Source: an optimization exercise on an open RTL-to-GDS flow (aim: small area). Production flows keep margins and buffers that such runs may drop. The RTL was checked by simulation tests, not by an equivalence proof against the original design. Power figures rest on the tool's default switching activity, not on a simulated workload.

Setup of JK:
// reorder_buffer
module reorder_buffer #(
  parameter int ROB_WIDTH  = 4,
  parameter int ID_WIDTH   = 32,
  parameter int ADDR_WIDTH = 32,
  parameter int REG_WIDTH  = 5,
  parameter int OP_WIDTH   = 6
) (
  input  logic                  clk_in,
  input  logic                  rst_in,
  input  logic                  rdy_in,
  input  logic                  dispatch_en_in,
  input  logic [OP_WIDTH-1:0]   dispatch_opcode_in,
  input  logic [REG_WIDTH-1:0]  dispatch_dest_in,
  input  logic [ADDR_WIDTH-1:0] dispatch_pc_in,
  input  logic                  dispatch_taken_in,
  output logic [ROB_WIDTH-1:0]  b_out,
  output logic                  full_out,
  input  logic [ROB_WIDTH-1:0]  rs_h_in,
  input  logic [ROB_WIDTH-1:0]  rt_h_in,
  output logic                  rs_ready_out,
  output logic                  rt_ready_out,
  output logic [ID_WIDTH-1:0]   rs_value_out,
  output logic [ID_WIDTH-1:0]   rt_value_out,
  input  logic                  cdb_en_in,
  input  logic [ROB_WIDTH-1:0]  cdb_tag_in,
  input  logic [ID_WIDTH-1:0]   cdb_value_in,
  input  logic                  cdb_taken_in,
  input  logic [ADDR_WIDTH-1:0] cdb_target_in,
  output logic                  commit_en_out,
  output logic [REG_WIDTH-1:0]  commit_reg_out,
  output logic [ID_WIDTH-1:0]   commit_value_out,
  output logic [ROB_WIDTH-1:0]  commit_tag_out,
  output logic                  store_commit_out,
  input  logic                  lsb_store_done_in,
  output logic                  flush_out,
  output logic [ADDR_WIDTH-1:0] flush_pc_out
);
==> flow/config.mk <==
export PLATFORM = sky130hd
export DESIGN_NAME = reorder_buffer
export DESIGN_NICKNAME = reorder_buffer
export VERILOG_FILES = /design/flow/design.v
export SDC_FILE = /design/flow/constraint.sdc
export NUM_CORES = 4
export LEC_CHECK = 0
export CAP_MARGIN = 20
export CELL_PAD_IN_SITES_DETAIL_PLACEMENT = 1
export CELL_PAD_IN_SITES_GLOBAL_PLACEMENT = 1
export CORE_MARGIN = 2
export CORE_UTILIZATION = 50
export CTS_BUF_LIST = sky130_fd_sc_hd__clkbuf_8
export CTS_CLUSTER_DIAMETER = 80
export CTS_CLUSTER_SIZE = 14
export PLACE_DENSITY = 0.6
export SLEW_MARGIN = 20
export SYNTH_HIERARCHICAL = 1
==> flow/constraint.sdc <==
create_clock -name core_clock -period 10.0 [get_ports {clk_in}]
set_input_delay 2.0000 -clock core_clock [delete_from_list [all_inputs] [get_ports {clk_in}]]
set_output_delay 2.0000 -clock core_clock [all_outputs]
set_load 0.01 [all_outputs]
standard.sh (not shown) runs the stock make flow with config.mk's settings and CLKGATE_MAP_FILE= SYNTH_SCRIPT=/design/flow/synth_recipe.tcl, a recipe that flattens the netlist after the stock synthesis.
==> flow/flow/run.sh <==
#!/bin/bash
# Standard layout with two changes: the port buffers are buf_1 cells and
# CTS inserts no dummy loads.
set -e
cp standard.sh standard_sh_copy.txt
cp config.mk config_mk_copy.txt
export BUFFER_PORTS_ARGS="-buffer_cell sky130_fd_sc_hd__buf_1"
export CTS_ARGS="-sink_clustering_enable -repair_clock_nets -buf_list sky130_fd_sc_hd__clkbuf_8 -sink_clustering_size 14 -sink_clustering_max_diameter 80 -dont_use_dummy_load"
bash standard.sh > standard.log 2>&1
Input-level comparison between MS and JK:
# JK
export LEC_CHECK = 0
export CAP_MARGIN = 20
export CELL_PAD_IN_SITES_DETAIL_PLACEMENT = 1
export CELL_PAD_IN_SITES_GLOBAL_PLACEMENT = 1
export CORE_MARGIN = 2
export CORE_UTILIZATION = 50
export CTS_BUF_LIST = sky130_fd_sc_hd__clkbuf_8
export CTS_CLUSTER_DIAMETER = 80
export CTS_CLUSTER_SIZE = 14
export PLACE_DENSITY = 0.6
export SLEW_MARGIN = 20
export SYNTH_HIERARCHICAL = 1
create_clock -name core_clock -period 10.0 [get_ports {clk_in}]
# MS
export LEC_CHECK = 0
export CAP_MARGIN = 20
export CELL_PAD_IN_SITES_DETAIL_PLACEMENT = 1
export CELL_PAD_IN_SITES_GLOBAL_PLACEMENT = 1
export CORE_MARGIN = 2
export CORE_UTILIZATION = 40
export CTS_BUF_LIST = sky130_fd_sc_hd__clkbuf_8
export CTS_CLUSTER_DIAMETER = 80
export CTS_CLUSTER_SIZE = 14
export PLACE_DENSITY = 0.5
export SLEW_MARGIN = 20
export SYNTH_HIERARCHICAL = 1
create_clock -name core_clock -period 10.0 [get_ports {clk_in}]
==> flow/flow/run.sh <==
#!/bin/bash
# Standard layout with these changes: the port buffers are buf_1 cells, CTS
# uses clkbuf_8 with its own clustering and inserts no dummy loads, and
# global routing downsizes non-critical gates (repair_timing -recover_power).
set -e
cp standard.sh standard_sh_copy.txt
cp config.mk config_mk_copy.txt
export BUFFER_PORTS_ARGS="-buffer_cell sky130_fd_sc_hd__buf_1"
export CTS_ARGS="-sink_clustering_enable -repair_clock_nets -buf_list sky130_fd_sc_hd__clkbuf_8 -sink_clustering_size 14 -sink_clustering_max_diameter 80 -dont_use_dummy_load"
export RECOVER_POWER=100
bash standard.sh > standard.log 2>&1
### Flow results
JK: flow completed, timing, DRC and antenna clean
MS: flow complete, layout not clean; failing: capacitance limit, slew limit
The power share of the sequential group in MS was lower than what JK gave.
Taking JK as the reference point, the critical path arrival of MS rises by 3.41 ns.
MS vs JK — wire length per cell dropped about 1.4%.
Going from JK to MS, total global routing track utilization down 7.3 points; portion of the clock cycle consumed by the worst path in the final layout +8.2 points; final design instance area without fill moved up.
sky130_fd_sc_hd__clkbuf_2 as the critical-path cell with the highest stage delay was reported by MS, and sky130_fd_sc_hd__dfrtp_1 by JK.

* * *

== try-yarrow ==
The RTL this note starts from:
==> flow/design.v <==
`timescale 1ns/1ps
module rob_dec16 (
  input  logic [3:0]  t,
  output logic [15:0] oh
);
  assign oh = 16'd1 << t;
endmodule
module rob_mux #(
  parameter int N = 15,
  parameter int W = 32
) (
  input  logic [N-1:0]   sel,
  input  logic [N*W-1:0] d,
  output logic [W-1:0]   y
);
  always_comb begin
    y = '0;
    for (int i = 0; i < N; i++) y |= d[i*W +: W] & {W{sel[i]}};
  end
endmodule
module rob_xnext (
  input  logic [31:0] a,
  input  logic        sa,
  input  logic [31:0] b,
  input  logic        sb,
  input  logic [31:0] q,
  input  logic        sq,
  output logic [31:0] d
);
  assign d = (a & {32{sa}}) | (b & {32{sb}}) | (q & {32{sq}});
endmodule
module reorder_buffer #(
  parameter int ROB_WIDTH  = 4,
  parameter int ID_WIDTH   = 32,
  parameter int ADDR_WIDTH = 32,
  parameter int REG_WIDTH  = 5,
  parameter int OP_WIDTH   = 6
) (
  input  logic                  clk_in,
  input  logic                  rst_in,
  input  logic                  rdy_in,
  input  logic                  dispatch_en_in,
  input  logic [OP_WIDTH-1:0]   dispatch_opcode_in,
  input  logic [REG_WIDTH-1:0]  dispatch_dest_in,
  input  logic [ADDR_WIDTH-1:0] dispatch_pc_in,
  input  logic                  dispatch_taken_in,
  output logic [ROB_WIDTH-1:0]  b_out,
  output logic                  full_out,
  input  logic [ROB_WIDTH-1:0]  rs_h_in,
  input  logic [ROB_WIDTH-1:0]  rt_h_in,
  output logic                  rs_ready_out,
  output logic                  rt_ready_out,
  output logic [ID_WIDTH-1:0]   rs_value_out,
  output logic [ID_WIDTH-1:0]   rt_value_out,
  input  logic                  cdb_en_in,
  input  logic [ROB_WIDTH-1:0]  cdb_tag_in,
  input  logic [ID_WIDTH-1:0]   cdb_value_in,
  input  logic                  cdb_taken_in,
  input  logic [ADDR_WIDTH-1:0] cdb_target_in,
  output logic                  commit_en_out,
  output logic [REG_WIDTH-1:0]  commit_reg_out,
  output logic [ID_WIDTH-1:0]   commit_value_out,
  output logic [ROB_WIDTH-1:0]  commit_tag_out,
  output logic                  store_commit_out,
  input  logic                  lsb_store_done_in,
  output logic                  flush_out,
  output logic [ADDR_WIDTH-1:0] flush_pc_out
);
  localparam int N = 15;
  localparam logic [1:0] C_REG   = 2'd0;
  localparam logic [1:0] C_JALR  = 2'd1;
  localparam logic [1:0] C_BR    = 2'd2;
  localparam logic [1:0] C_STORE = 2'd3;
  logic [3:0] head_q, tail_q;
  logic       sw_q;         
  logic       cm_q;         
  logic       fq_q;         
  logic [N:1] valid_q;
  logic [N:1] ready_q;
  logic [1:0]  cls_q  [1:N];
  logic [4:0]  dest_q [1:N];
  logic [31:0] x_q    [1:N];
  logic [31:0] y_q    [1:N];
  function automatic logic [3:0] next_tag(input logic [3:0] t);
    next_tag = (t == 4'd15) ? 4'd1 : t + 4'd1;
  endfunction
  function automatic logic [3:0] prev_tag(input logic [3:0] t);
    prev_tag = (t == 4'd1) ? 4'd15 : t - 4'd1;
  endfunction
  logic [15:0] h_oh, t_oh, k_oh, rs_oh, rt_oh;
  logic [N:1]  c_oh;       
  rob_dec16 u_dec_h  (.t(head_q),     .oh(h_oh));
  rob_dec16 u_dec_t  (.t(tail_q),     .oh(t_oh));
  rob_dec16 u_dec_k  (.t(cdb_tag_in), .oh(k_oh));
  rob_dec16 u_dec_rs (.t(rs_h_in),    .oh(rs_oh));
  rob_dec16 u_dec_rt (.t(rt_h_in),    .oh(rt_oh));
  assign c_oh = {h_oh[1], h_oh[15:2]};
  logic [N*71-1:0] ent_c;    
  logic [N*4-1:0]  ent_h;    
  logic [16*33-1:0] ent_q;   
  always_comb begin
    for (int i = 1; i <= N; i++) begin
      ent_c[(i-1)*71 +: 71] = {cls_q[i], dest_q[i], y_q[i], x_q[i]};
      ent_h[(i-1)*4 +: 4]   = {cls_q[i], valid_q[i], valid_q[i] & ready_q[i]};
      ent_q[i*33 +: 33]     = {valid_q[i] & ready_q[i], x_q[i]};
    end
    ent_q[0 +: 33] = {1'b1, cdb_value_in};
  end
  logic [70:0] ct_rd;
  rob_mux #(.N(N), .W(71)) u_rd_c (.sel(c_oh), .d(ent_c), .y(ct_rd));
  logic [1:0]  ct_cls;
  logic [4:0]  ct_dest;
  logic [31:0] ct_x, ct_y;
  assign {ct_cls, ct_dest, ct_y, ct_x} = ct_rd;
  logic ct_br, ct_jalr;
  assign ct_br   = (ct_cls == C_BR);
  assign ct_jalr = (ct_cls == C_JALR);
  assign flush_out        = fq_q & (ct_jalr | (ct_br & (ct_dest[1] ^ ct_dest[0])));
  assign flush_pc_out     = (ct_br & ~ct_dest[1]) ? ct_x : ct_y;
  assign commit_en_out    = cm_q & ~ct_br & (ct_dest != 5'd0);
  assign commit_reg_out   = ct_dest;
  assign commit_value_out = ct_x;
  assign commit_tag_out   = prev_tag(head_q);
  assign store_commit_out = sw_q;
  assign b_out            = tail_q;
  logic [3:0] hd_rd;
  rob_mux #(.N(N), .W(4)) u_rd_h (.sel(h_oh[N:1]), .d(ent_h), .y(hd_rd));
  logic head_valid, head_rdy, head_store;
  assign head_rdy   = hd_rd[0];
  assign head_valid = hd_rd[1];
  assign head_store = (hd_rd[3:2] == C_STORE);
  assign full_out = (head_q == tail_q) & head_valid;
  logic active, disp_fire, cdb_go, run_commit, store_done, retire;
  assign active     = rdy_in & ~flush_out;
  assign disp_fire  = active & dispatch_en_in & ~full_out;
  assign cdb_go     = active & cdb_en_in;
  assign run_commit = active & ~sw_q & head_rdy;
  assign store_done = active & sw_q & lsb_store_done_in;
  assign retire     = (run_commit & ~head_store) | store_done;
  logic [1:0]  d_cls;
  logic [4:0]  d_dest;
  logic [31:0] d_pc4;
  always_comb begin
    if (dispatch_opcode_in == 6'd4)
      d_cls = C_JALR;
    else if (dispatch_opcode_in >= 6'd5 && dispatch_opcode_in <= 6'd10)
      d_cls = C_BR;
    else if (dispatch_opcode_in >= 6'd16 && dispatch_opcode_in <= 6'd18)
      d_cls = C_STORE;
    else
      d_cls = C_REG;
  end
  assign d_dest = {dispatch_dest_in[4:1],
                   (d_cls == C_BR) ? dispatch_taken_in : dispatch_dest_in[0]};
  assign d_pc4  = dispatch_pc_in + 32'd4;
  always_ff @(posedge clk_in or negedge rst_in) begin
    if (!rst_in) begin
      head_q  <= 4'd1;
      tail_q  <= 4'd1;
      sw_q    <= 1'b0;
      cm_q    <= 1'b0;
      fq_q    <= 1'b0;
      valid_q <= '0;
    end else if (rdy_in) begin
      cm_q <= run_commit & ~head_store;
      fq_q <= run_commit & ~head_store;
      if (flush_out) begin
        head_q  <= 4'd1;
        tail_q  <= 4'd1;
        sw_q    <= 1'b0;
        valid_q <= '0;
      end else begin
        if (disp_fire) tail_q <= next_tag(tail_q);
        if (retire)    head_q <= next_tag(head_q);
        if (run_commit & head_store) sw_q <= 1'b1;
        if (store_done)              sw_q <= 1'b0;
        for (int i = 1; i <= N; i++) begin
          if (retire & h_oh[i])    valid_q[i] <= 1'b0;
          if (disp_fire & t_oh[i]) valid_q[i] <= 1'b1;
        end
      end
    end else begin
      cm_q <= 1'b0;
    end
  end
  logic [N:1] we_d, we_c, we_cx, we_ca, hold_x;
  always_comb begin
    for (int i = 1; i <= N; i++) begin
      we_d[i]   = disp_fire & t_oh[i];
      we_c[i]   = cdb_go & k_oh[i] & ~(retire & h_oh[i]);
      we_cx[i]  = we_c[i] & (cls_q[i] != C_BR) & ~we_d[i];
      we_ca[i]  = we_c[i] & (cls_q[i] == C_BR);
      hold_x[i] = ~(we_d[i] | we_cx[i]);
    end
  end
  logic [31:0] x_d [1:N];
  for (genvar g = 1; g <= N; g++) begin : g_x
    rob_xnext u_xn (
      .a(d_pc4),        .sa(we_d[g]),
      .b(cdb_value_in), .sb(we_cx[g]),
      .q(x_q[g]),       .sq(hold_x[g]),
      .d(x_d[g])
    );
  end
  always_ff @(posedge clk_in) begin
    for (int i = 1; i <= N; i++) begin
      x_q[i] <= x_d[i];
      if (we_c[i]) begin
        ready_q[i] <= 1'b1;
        y_q[i]     <= cdb_target_in;
      end
      if (we_ca[i]) dest_q[i][1] <= cdb_taken_in;
      if (we_d[i]) begin
        ready_q[i] <= 1'b0;
        cls_q[i]   <= d_cls;
        dest_q[i]  <= d_dest;
      end
    end
  end
  logic rs_byp, rt_byp;
  logic [15:0] rs_sel, rt_sel;
  logic [32:0] rs_rd, rt_rd;
  assign rs_byp = cdb_en_in & (cdb_tag_in == rs_h_in);
  assign rt_byp = cdb_en_in & (cdb_tag_in == rt_h_in);
  assign rs_sel = rs_byp ? {15'd0, rs_h_in != 4'd0} : {rs_oh[15:1], 1'b0};
  assign rt_sel = rt_byp ? {15'd0, rt_h_in != 4'd0} : {rt_oh[15:1], 1'b0};
  rob_mux #(.N(16), .W(33)) u_rd_rs (.sel(rs_sel), .d(ent_q), .y(rs_rd));
  rob_mux #(.N(16), .W(33)) u_rd_rt (.sel(rt_sel), .d(ent_q), .y(rt_rd));
  assign rs_ready_out = rs_rd[32];
  assign rt_ready_out = rt_rd[32];
  assign rs_value_out = rs_rd[31:0];
  assign rt_value_out = rt_rd[31:0];
endmodule
==> flow/config.mk <==
export PLATFORM = sky130hd
export DESIGN_NAME = reorder_buffer
export DESIGN_NICKNAME = reorder_buffer
export VERILOG_FILES = /design/flow/design.v
export SDC_FILE = /design/flow/constraint.sdc
export NUM_CORES = 4
export LEC_CHECK = 0
export CAP_MARGIN = 20
export CELL_PAD_IN_SITES_DETAIL_PLACEMENT = 1
export CELL_PAD_IN_SITES_GLOBAL_PLACEMENT = 1
export CORE_MARGIN = 2
export CORE_UTILIZATION = 40
export CTS_BUF_LIST = sky130_fd_sc_hd__clkbuf_8
export CTS_CLUSTER_DIAMETER = 80
export CTS_CLUSTER_SIZE = 14
export PLACE_DENSITY = 0.5
export SLEW_MARGIN = 20
export SYNTH_HIERARCHICAL = 1
==> flow/constraint.sdc <==
create_clock -name core_clock -period 10.0 [get_ports {clk_in}]
set_input_delay 2.0000 -clock core_clock [delete_from_list [all_inputs] [get_ports {clk_in}]]
set_output_delay 2.0000 -clock core_clock [all_outputs]
set_load 0.01 [all_outputs]
==> flow/flow/run.sh <==
#!/bin/bash
# Standard layout with two changes: the port buffers are buf_1 cells and
# CTS inserts no dummy loads.
set -e
cp standard.sh standard_sh_copy.txt
cp config.mk config_mk_copy.txt
export BUFFER_PORTS_ARGS="-buffer_cell sky130_fd_sc_hd__buf_1"
export CTS_ARGS="-sink_clustering_enable -repair_clock_nets -buf_list sky130_fd_sc_hd__clkbuf_8 -sink_clustering_size 14 -sink_clustering_max_diameter 80 -dont_use_dummy_load"
bash standard.sh > standard.log 2>&1
try-yarrow was carried through to the last stage, and its layout satisfied the timing, design-rule and antenna checks.
## Diff of input files: try-zinc against try-yarrow
diff --git a/flow/config.mk b/flow/config.mk
--- a/flow/config.mk
+++ b/flow/config.mk
@@ -8 +8 @@
-export CAP_MARGIN = 20
+export CAP_MARGIN = 5
@@ -17 +17 @@
-export SLEW_MARGIN = 20
+export SLEW_MARGIN = 5
Findings:
try-zinc reached the end of the flow, and the finished layout is clean on the timing, design-rule and antenna checks.
Compared try-zinc against try-yarrow; area share of buffers outside the clock network within noise.
Comparing try-yarrow against try-zinc, there is no change at all in total count of hold-check failures in the final report.
Worst setup slack for try-zinc is higher than for try-yarrow.
Status: highest attainable clock frequency parity (try-zinc, try-yarrow)
Diff try-yarrow..try-zinc | power | negligible
Summary of try-zinc over try-yarrow: critical path arrival shows no meaningful change; wire length closely matched the old numbers; via total after detailed routing shows no meaningful change.
There was hardly any difference in insertion delay of the later-clocked pin in the worst-skew pair between try-zinc and try-yarrow.
Setup changes, try-zinc to try-violet
diff --git a/flow/flow/run.sh b/flow/flow/run.sh
--- a/flow/flow/run.sh
+++ b/flow/flow/run.sh
@@ -8 +8 @@
-export CTS_ARGS="-sink_clustering_enable -repair_clock_nets -buf_list sky130_fd_sc_hd__clkbuf_8 -sink_clustering_size 14 -sink_clustering_max_diameter 80 -dont_use_dummy_load"
+export CTS_ARGS="-sink_clustering_enable -repair_clock_nets -buf_list sky130_fd_sc_hd__clkbuf_8 -sink_clustering_size 20 -sink_clustering_max_diameter 40 -dont_use_dummy_load"
diff --git a/flow/config.mk b/flow/config.mk
--- a/flow/config.mk
+++ b/flow/config.mk
@@ -8 +8 @@
-export CAP_MARGIN = 5
+export CAP_MARGIN = 20
@@ -14,2 +14,2 @@
-export CTS_CLUSTER_DIAMETER = 80
-export CTS_CLUSTER_SIZE = 14
+export CTS_CLUSTER_DIAMETER = 40
+export CTS_CLUSTER_SIZE = 20
@@ -17 +17 @@
-export SLEW_MARGIN = 5
+export SLEW_MARGIN = 20
==> comparison <==
- Between try-violet and try-zinc, the die area does not differ in any meaningful way.
- Looking at global-route usage, try-violet sits 0.24 points above try-zinc.
- Via count | try-violet above try-zinc
- Compared with try-zinc, try-violet ends up with a larger final cell area.
- Diff try-zinc -> try-violet: net switching power of the design increased 2.6%; leakage power figure +about 3%; relative area of non-clock buffer cells in the final design comparable; worst clock skew +0.056 ns.
### try-violet -> try-fjord
==> flow/run.sh (new file) <==
#!/bin/bash
# synth_recipe.tcl (not shown) runs the flow's synth.tcl, then flattens the netlist and writes it again
# the make line also repeats each setting of config.mk as NAME=value (left out here)
make -C /OpenROAD-flow-scripts/flow DESIGN_CONFIG=/design/flow/config.mk WORK_HOME=/design/flow/orfs CLKGATE_MAP_FILE= SYNTH_SCRIPT=/design/flow/synth_recipe.tcl finish
diff --git a/flow/config.mk b/flow/config.mk
--- a/flow/config.mk
+++ b/flow/config.mk
@@ -9,2 +8,0 @@
-export CELL_PAD_IN_SITES_DETAIL_PLACEMENT = 1
-export CELL_PAD_IN_SITES_GLOBAL_PLACEMENT = 1
@@ -16 +13,0 @@
-export PLACE_DENSITY = 0.5
removed: flow/flow/run.sh
removed: flow/standard.sh
==> comparison <==
Compared to try-violet, try-fjord has largest net degree at the start of global routing 1 lower.
Diff try-violet and try-fjord: sequential power higher in try-violet
try-fjord ended with more cell area after layout than try-violet.
Taking try-violet as the reference, in try-fjord synthesis-to-finish area growth higher, relative contribution of sequential cells to total power went down by 3.3 points.
Est. power | try-fjord vs try-violet | try-fjord higher

## static timing again, ports no longer ideal
How much do the figures lean on ideal ports? The routed layouts below were timed once more, with nothing changed but the port constraints.
Step 1 (the two cells are an assumption about what drives the block):
set clk [get_ports {clk_in}]
set_driving_cell -lib_cell sky130_fd_sc_hd__clkbuf_16 $clk
set_driving_cell -lib_cell sky130_fd_sc_hd__buf_2 [delete_from_list [all_inputs] $clk]
Step 2 moves the port delays by t, midway between the first and last clock arrival at a register: inputs arrive t later, outputs are due t later. That takes back most of the time a late clock gives input paths.
Slacks: no drivers / after step 1 / after step 2; pairs: no drivers / after step 1.
| run | t, ns | slack for setup (ns) | worst register clock-pin slew, ns | worst data-port slew with drivers (ns) |
|---|---|---|---|---|
| JK | 0.881 | 2.009 / 1.932 / 2.361 | 0.11 / 0.11 | 0.20 |
| MS | 0.901 | 1.186 / 1.186 / 1.186 | 0.11 / 0.11 | 0.21 |
| try-yarrow | 0.911 | 2.309 / 2.233 / 2.473 | 0.11 / 0.11 | 0.21 |
| try-zinc | 0.904 | 2.320 / 2.244 / 2.497 | 0.11 / 0.11 | 0.23 |
| try-violet | 0.989 | 2.320 / 2.234 / 2.454 | 0.09 / 0.09 | 0.21 |
| try-fjord | 0.970 | 1.742 / 1.663 / 1.735 | 0.10 / 0.10 | 0.17 |
For try-fjord, which loses most, drivers alone change the setup slack by -0.079 ns; drivers and shift together by -0.007 ns.
